This design comes from an exercise in tuning for small area and a short achievable clock period on the open sky130 flow, not from production work. Only simulation tests tie the RTL to the original design; equivalence was not proved.

== oak ==
==> module op_decoder, before the edit <==
module op_decoder (
    input  logic [4:0] i_op,
    input  logic [2:0] i_funct_3,
    input  logic       i_funct_7_5,
    output logic       o_a_pc,      
    output logic       o_a_rs1,     
    output logic       o_a_rev,     
    output logic       o_b_rs2,     
    output logic       o_imm_i,
    output logic       o_imm_s,
    output logic       o_imm_b,
    output logic       o_imm_u,
    output logic       o_imm_j,
    output logic [2:0] o_fn,        
    output logic       o_sub,
    output logic       o_sra,
    output logic       o_jalr,
    output logic       o_jump,
    output logic       o_branch,
    output logic       o_reg_write,
    output logic       o_load,
    output logic       o_store,
    output logic       o_fence
);
    logic load, store, op_imm, op, lui, auipc, branch, jal, jalr, fence, alu;
    assign load   = (i_op == osiris_pkg::OPC_LOAD);
    assign store  = (i_op == osiris_pkg::OPC_STORE);
    assign op_imm = (i_op == osiris_pkg::OPC_OP_IMM);
    assign op     = (i_op == osiris_pkg::OPC_OP);
    assign lui    = (i_op == osiris_pkg::OPC_LUI);
    assign auipc  = (i_op == osiris_pkg::OPC_AUIPC);
    assign branch = (i_op == osiris_pkg::OPC_BRANCH);
    assign jal    = (i_op == osiris_pkg::OPC_JAL);
    assign jalr   = (i_op == osiris_pkg::OPC_JALR);
    assign fence  = (i_op == osiris_pkg::OPC_MISC_MEM);
    assign alu    = op | op_imm;
    assign o_a_pc      = auipc | jal | branch;
    assign o_a_rev     = alu & (i_funct_3 == 3'b001);
    assign o_a_rs1     = ~(auipc | jal | branch | lui) & ~o_a_rev;
    assign o_b_rs2     = op;
    assign o_imm_s     = store;
    assign o_imm_b     = branch;
    assign o_imm_u     = lui | auipc;
    assign o_imm_j     = jal;
    assign o_imm_i     = ~(store | branch | lui | auipc | jal);
    assign o_fn        = (alu | branch) ? i_funct_3 : 3'b000;
    assign o_sub       = (op & i_funct_7_5 & (i_funct_3 == 3'b000)) |
                         (alu & (i_funct_3[2:1] == 2'b01));
    assign o_sra       = i_funct_7_5;
    assign o_jalr      = jalr;
    assign o_jump      = jal | jalr;
    assign o_branch    = branch;
    assign o_reg_write = load | op_imm | op | lui | auipc | jal | jalr;
    assign o_load      = load;
    assign o_store     = store;
    assign o_fence     = fence;
endmodule
clock: 8.5 ns
lec_check: 0
cap_margin: 20
core_margin: 2
core_utilization: 55
place_density: 0.68
slew_margin: 20
standard.sh (not shown) runs the stock make flow with config.mk's settings and CLKGATE_MAP_FILE= SYNTH_SCRIPT=/design/flow/synth_recipe.tcl, a recipe that flattens the netlist after the stock synthesis.
==> flow/flow/run.sh <==
#!/bin/bash
set -euo pipefail
export BUFFER_PORTS_ARGS="-buffer_cell sky130_fd_sc_hd__buf_1"
export CTS_ARGS="-sink_clustering_enable -repair_clock_nets -dont_use_dummy_load -sink_clustering_size 20 -sink_clustering_max_diameter 100 -buf_list {sky130_fd_sc_hd__clkbuf_8 sky130_fd_sc_hd__clkbuf_16}"
export SETUP_SLACK_MARGIN=5.5
bash standard.sh > standard.log 2>&1
Looking at the reports, oak completed the entire flow and the layout it produced met the timing, design-rule and antenna checks.
[inputs] pine vs oak
-- flow/design.v --
<<< oak, line 70
    output logic       o_fence
);
    logic load, store, op_imm, op, lui, auipc, branch, jal, jalr, fence, alu;
    assign load   = (i_op == osiris_pkg::OPC_LOAD);
    assign store  = (i_op == osiris_pkg::OPC_STORE);
>>> pine, line 70
    output logic       o_fence
);
    logic load, store, op_imm, op, lui, auipc, branch, jal, jalr, fence;
    assign load   = (i_op == osiris_pkg::OPC_LOAD);
    assign store  = (i_op == osiris_pkg::OPC_STORE);
<<< oak, line 81
    assign jalr   = (i_op == osiris_pkg::OPC_JALR);
    assign fence  = (i_op == osiris_pkg::OPC_MISC_MEM);
    assign alu    = op | op_imm;
    assign o_a_pc      = auipc | jal | branch;
    assign o_a_rev     = alu & (i_funct_3 == 3'b001);
    assign o_a_rs1     = ~(auipc | jal | branch | lui) & ~o_a_rev;
    assign o_b_rs2     = op;
    assign o_imm_s     = store;
    assign o_imm_b     = branch;
    assign o_imm_u     = lui | auipc;
    assign o_imm_j     = jal;
    assign o_imm_i     = ~(store | branch | lui | auipc | jal);
    assign o_fn        = (alu | branch) ? i_funct_3 : 3'b000;
    assign o_sub       = (op & i_funct_7_5 & (i_funct_3 == 3'b000)) |
                         (alu & (i_funct_3[2:1] == 2'b01));
    assign o_sra       = i_funct_7_5;
    assign o_jalr      = jalr;
    assign o_jump      = jal | jalr;
    assign o_branch    = branch;
>>> pine, line 81
    assign jalr   = (i_op == osiris_pkg::OPC_JALR);
    assign fence  = (i_op == osiris_pkg::OPC_MISC_MEM);
    logic d_alu, d_op, d_lui, d_branch;
    assign d_alu       = ~i_op[4] & i_op[2] & ~i_op[0];             
    assign d_op        = i_op[3] & i_op[2] & ~i_op[0];              
    assign d_lui       = ~i_op[4] & i_op[3] & i_op[0];              
    assign d_branch    = i_op[4] & ~i_op[0];                        
    assign o_a_pc      = i_op[4] ? (~i_op[0] | i_op[1])             
                                 : (i_op[0] & ~i_op[3]);            
    assign o_a_rev     = d_alu & (i_funct_3 == 3'b001);
    assign o_a_rs1     = ~o_a_pc & ~d_lui & ~o_a_rev;               
    assign o_b_rs2     = d_op;
    assign o_imm_s     = ~i_op[4] & i_op[3] & ~i_op[2];             
    assign o_imm_b     = d_branch;
    assign o_imm_u     = ~i_op[4] & i_op[0];                        
    assign o_imm_j     = i_op[4] & i_op[1];                         
    assign o_imm_i     = ~(o_imm_s | o_imm_b | o_imm_u | o_imm_j);
    assign o_fn        = (d_alu | d_branch) ? i_funct_3 : 3'b000;
    assign o_sub       = (d_op & i_funct_7_5 & (i_funct_3 == 3'b000)) |
                         (d_alu & (i_funct_3[2:1] == 2'b01));
    assign o_sra       = i_funct_7_5;
    assign o_jalr      = i_op[4] & i_op[0] & ~i_op[1];
    assign o_jump      = jal | jalr;
    assign o_branch    = branch;
Results
oak: full flow OK, the timing, design-rule and antenna checks passed. pine: full flow OK, the timing, design-rule and antenna checks passed. Area of the die: lower on oak. Number of global-route vias before repair: pine and oak compared, higher one is oak. Vias: pine below oak. A slowest library cell on the worst path of or2_4 is what pine shows, while o31ai_4 belongs to oak. Re number of sequential cells in the layout: no difference whatsoever between oak and pine. Between pine and oak, the difference in portion of the clock cycle consumed by the worst path in the final layout is negligible. Summary: final instance area, pine better than oak.

==> port drivers added, routing unchanged <==
The flow's constraints put no driver on any port. The routed layouts listed below were extracted and timed again, unchanged, in two steps.
Step 1 assumes that a clkbuf_16 drives the clock port and a buf_2 every other input.
Step 2 moves the port delays by t, midway between the first and last clock arrival at a register: inputs arrive t later, outputs are due t later. That takes back most of the time a late clock gives input paths.
Three values: ideal ports, drivers, drivers and shift; two values: the first two.
run | shift t [ns] | slack for setup (ns) | cell pins on the clock port's net
oak | 0.547 | 5.541 / 5.541 / 5.040 | 1
pine | 0.538 | 5.548 / 5.567 / 5.029 | 1
After both steps every run listed still meets setup and hold. For pine, which loses most, drivers alone change the setup slack by +0.019 ns; drivers and shift together by -0.519 ns.
